Context: an optimization exercise on an open-source flow, tuned for small area. The choices shown serve that exercise and are no tape-out recipe. Function was checked by simulation only, so behaviour that the tests miss may differ from the original. Power figures rest on the tool's default switching activity, not on a simulated workload.

==> flow/design.v <==
package pcie_app_pkg;
  localparam int DATA_W      = 64;
  localparam int KEEP_W      = DATA_W / 8;
  localparam int REG_ADDR_W  = 10;
  localparam int USER_ADDR_W = 9;
  localparam logic [31:0] DESIGN_ID = 32'hA5E0_0101;
  localparam logic [7:0] FMT_TYPE_MRD32 = 8'h00;
  localparam logic [7:0] FMT_TYPE_MWR32 = 8'h40;
  localparam logic [7:0] FMT_TYPE_CPLD  = 8'h4A;
  typedef union packed {
    struct packed {
      logic [15:0] rid;
      logic [7:0]  tag;
      logic [3:0]  last_be;
      logic [3:0]  first_be;
      logic [7:0]  fmt_type;
      logic        rsvd0;
      logic [2:0]  tc;
      logic [3:0]  rsvd1;
      logic        td;
      logic        ep;
      logic [1:0]  attr;
      logic [1:0]  rsvd2;
      logic [9:0]  length;
    } hdr;
    struct packed {
      logic [31:0] data;
      logic [29:0] addr;
      logic [1:0]  addr_rsvd;
    } ad;
  } tlp_beat_u;
endpackage
`timescale 1ns/100ps
import pcie_app_pkg::*;
module pcie_app
#(
  parameter int NUM_REGS = 16
)
(
  input  logic                   pcie_core_clk_i,
  input  logic                   rst_n_i,
  input  logic                   s_axis_tx_tready_i,
  output logic [DATA_W-1:0]      s_axis_tx_tdata_o,
  output logic [KEEP_W-1:0]      s_axis_tx_tkeep_o,
  output logic                   s_axis_tx_tlast_o,
  output logic                   s_axis_tx_tvalid_o,
  input  logic [DATA_W-1:0]      m_axis_rx_tdata_i,
  input  logic                   m_axis_rx_tlast_i,
  input  logic                   m_axis_rx_tvalid_i,
  output logic                   m_axis_rx_tready_o,
  input  logic [7:0]             cfg_bus_number_i,
  input  logic [4:0]             cfg_device_number_i,
  input  logic [2:0]             cfg_function_number_i,
  output logic [31:0]            user_data_o,
  output logic [USER_ADDR_W-1:0] user_addr_o,
  output logic                   user_wr_req_o,
  input  logic [31:0]            user_data_i,
  input  logic                   user_rd_ack_i,
  output logic                   user_rd_req_o
);
  function automatic int bits_for(input int n);
    bits_for = 1;
    while ((1 << bits_for) < n)
      bits_for++;
  endfunction
  localparam int NR = NUM_REGS - 1;         
  localparam int PW = bits_for(NUM_REGS);   
  localparam logic [2:0] ST_CLR  = 3'd0;   
  localparam logic [2:0] ST_IDLE = 3'd1;   
  localparam logic [2:0] ST_DISC = 3'd2;   
  localparam logic [2:0] ST_WR   = 3'd3;   
  localparam logic [2:0] ST_RD   = 3'd4;   
  localparam logic [2:0] ST_CPL0 = 3'd5;   
  localparam logic [2:0] ST_CPL1 = 3'd6;   
  function automatic logic [31:0] dw_swap(input logic [31:0] dw);
    dw_swap = {dw[7:0], dw[15:8], dw[23:16], dw[31:24]};
  endfunction
  logic [2:0]       st_q;
  logic [PW-1:0]    pos_q;
  logic [NR*32-1:0] ring_q;
  logic [31:0]      ring_out;
  logic [31:0]      ring_in;
  logic [31:0]      val_q;      
  logic [31:0]      val_src;
  logic [2:0]       tc_q;
  logic [1:0]       attr_q;
  logic [15:0]      rid_q;
  logic [7:0]       tag_q;
  logic [63:0] d;
  logic [9:0]  a;
  logic        vld;
  logic        a_user;
  logic        a_reg;
  logic        a_here;
  logic        hdr_ok;
  logic        wr_now;
  assign d      = m_axis_rx_tdata_i;
  assign a      = d[11:2];
  assign vld    = m_axis_rx_tvalid_i;
  assign a_user = a[9];
  assign a_reg  = !a[9] && (a != 10'd0) && (a < 10'(NUM_REGS));
  assign a_here = (a[PW-1:0] == pos_q);
  assign hdr_ok = ((d[31:24] == FMT_TYPE_MRD32) || (d[31:24] == FMT_TYPE_MWR32)) &&
                  (d[9:0] == 10'd1);
  assign ring_out = ring_q[NR*32-1 -: 32];
  assign wr_now   = (st_q == ST_WR) && vld && a_reg && a_here;
  always_comb
  begin
    if (st_q == ST_CLR)
      ring_in = '0;
    else if (wr_now)
      ring_in = dw_swap(d[63:32]);
    else
      ring_in = ring_out;
  end
  generate
    if (NR > 1)
    begin : g_ring
      always_ff @(posedge pcie_core_clk_i)
        ring_q <= {ring_q[NR*32-33:0], ring_in};
    end
    else
    begin : g_word
      always_ff @(posedge pcie_core_clk_i)
        ring_q <= ring_in;
    end
  endgenerate
  always_ff @(posedge pcie_core_clk_i or negedge rst_n_i)
  begin
    if (!rst_n_i)
    begin
      st_q  <= ST_CLR;
      pos_q <= PW'(1);
    end
    else
    begin
      pos_q <= (pos_q == PW'(NR)) ? PW'(1) : pos_q + PW'(1);
      case (st_q)
        ST_CLR:
          if (pos_q == PW'(NR))
            st_q <= ST_IDLE;
        ST_IDLE:
          if (vld && !m_axis_rx_tlast_i)
            st_q <= !hdr_ok ? ST_DISC : d[30] ? ST_WR : ST_RD;
        ST_DISC:
          if (vld && m_axis_rx_tlast_i)
            st_q <= ST_IDLE;
        ST_WR:
          if (vld && (!a_reg || a_here))
            st_q <= ST_IDLE;
        ST_RD:
          if (vld && (a_user ? user_rd_ack_i : (!a_reg || a_here)))
            st_q <= ST_CPL0;
        ST_CPL0:
          if (s_axis_tx_tready_i)
            st_q <= ST_CPL1;
        ST_CPL1:
          if (s_axis_tx_tready_i)
            st_q <= ST_IDLE;
        default:
          st_q <= ST_IDLE;
      endcase
    end
  end
  always_comb
  begin
    if (a_user)
      val_src = user_data_i;
    else if (a_reg)
      val_src = ring_out;
    else if (a == 10'd0)
      val_src = DESIGN_ID;
    else
      val_src = '0;
  end
  always_ff @(posedge pcie_core_clk_i)
  begin
    if (st_q == ST_IDLE)
    begin
      tc_q   <= d[22:20];
      attr_q <= d[13:12];
      rid_q  <= d[63:48];
      tag_q  <= d[47:40];
    end
    if (st_q == ST_RD)
      val_q <= dw_swap(val_src);
  end
  assign m_axis_rx_tready_o = (st_q == ST_IDLE) || (st_q == ST_DISC) ||
                              ((st_q == ST_WR) && (!a_reg || a_here)) ||
                              ((st_q == ST_CPL1) && s_axis_tx_tready_i);
  assign user_wr_req_o = (st_q == ST_WR) && vld && a_user;
  assign user_rd_req_o = (st_q == ST_RD) && vld && a_user;
  assign user_addr_o   = a[USER_ADDR_W-1:0];
  assign user_data_o   = dw_swap(d[63:32]);
  assign s_axis_tx_tvalid_o = (st_q == ST_CPL0) || (st_q == ST_CPL1);
  assign s_axis_tx_tlast_o  = (st_q == ST_CPL1);
  assign s_axis_tx_tkeep_o  = '1;
  assign s_axis_tx_tdata_o  = (st_q == ST_CPL1) ?
    {val_q, rid_q, tag_q, 1'b0, a[4:0], 2'b00} :
    {cfg_bus_number_i, cfg_device_number_i, cfg_function_number_i, 3'b000, 1'b0, 12'd4,
     FMT_TYPE_CPLD, 1'b0, tc_q, 4'b0000, 2'b00, attr_q, 2'b00, 10'd1};
endmodule
Settings: LEC_CHECK=0, CAP_MARGIN=20, CORE_MARGIN=2, CORE_UTILIZATION=40, SLEW_MARGIN=20; clock period 4.0 ns.
run.sh (not shown) runs the stock make flow with config.mk's settings and CLKGATE_MAP_FILE= SYNTH_SCRIPT=/design/flow/synth_recipe.tcl, a recipe that flattens the netlist after the stock synthesis.
Change:
- CORE_UTILIZATION: 40 -> 60
- CTS_BUF_LIST: not set -> sky130_fd_sc_hd__clkbuf_4 sky130_fd_sc_hd__clkbuf_8
- CTS_CLUSTER_SIZE: not set -> 25
Wire length came out lower by a few percent.
Setup slack improves by 0.086 ns.
Power came out lower slightly.
Clock power hardly moves.
Cell count came out lower by a little under a tenth.
Sequential power hardly moves.

## afterwards: timing with drivers on the ports
The results above use ideal ports. As a check the final layouts listed here were re-extracted and re-timed, cells and wires unchanged.
Step 1 sets driving cells, clkbuf_16 on the clock port and buf_2 on the other inputs (assumed; they add their load-dependent delay and slew).
Step 2, shift: input delay + t, output delay - t, t = (earliest + latest rising clock arrival at the registers) / 2. This alone moves slack from input paths to output paths.
a / b / c = ideal / step 1 / step 2; a / b = the first two.
run | t (ns) | setup slack, ns | hold slack, ns | worst setup path at the end
the first run | 0.589 | 0.370 / 0.338 / 0.338 | 0.313 / 0.313 / 0.313 | input to output
the second run | 0.623 | 0.456 / 0.430 / 0.383 | 0.307 / 0.307 / 0.307 | input to register
After both steps every run listed still meets setup and hold. For the second run, which loses most, drivers alone change the setup slack by -0.026 ns; drivers and shift together by -0.073 ns.
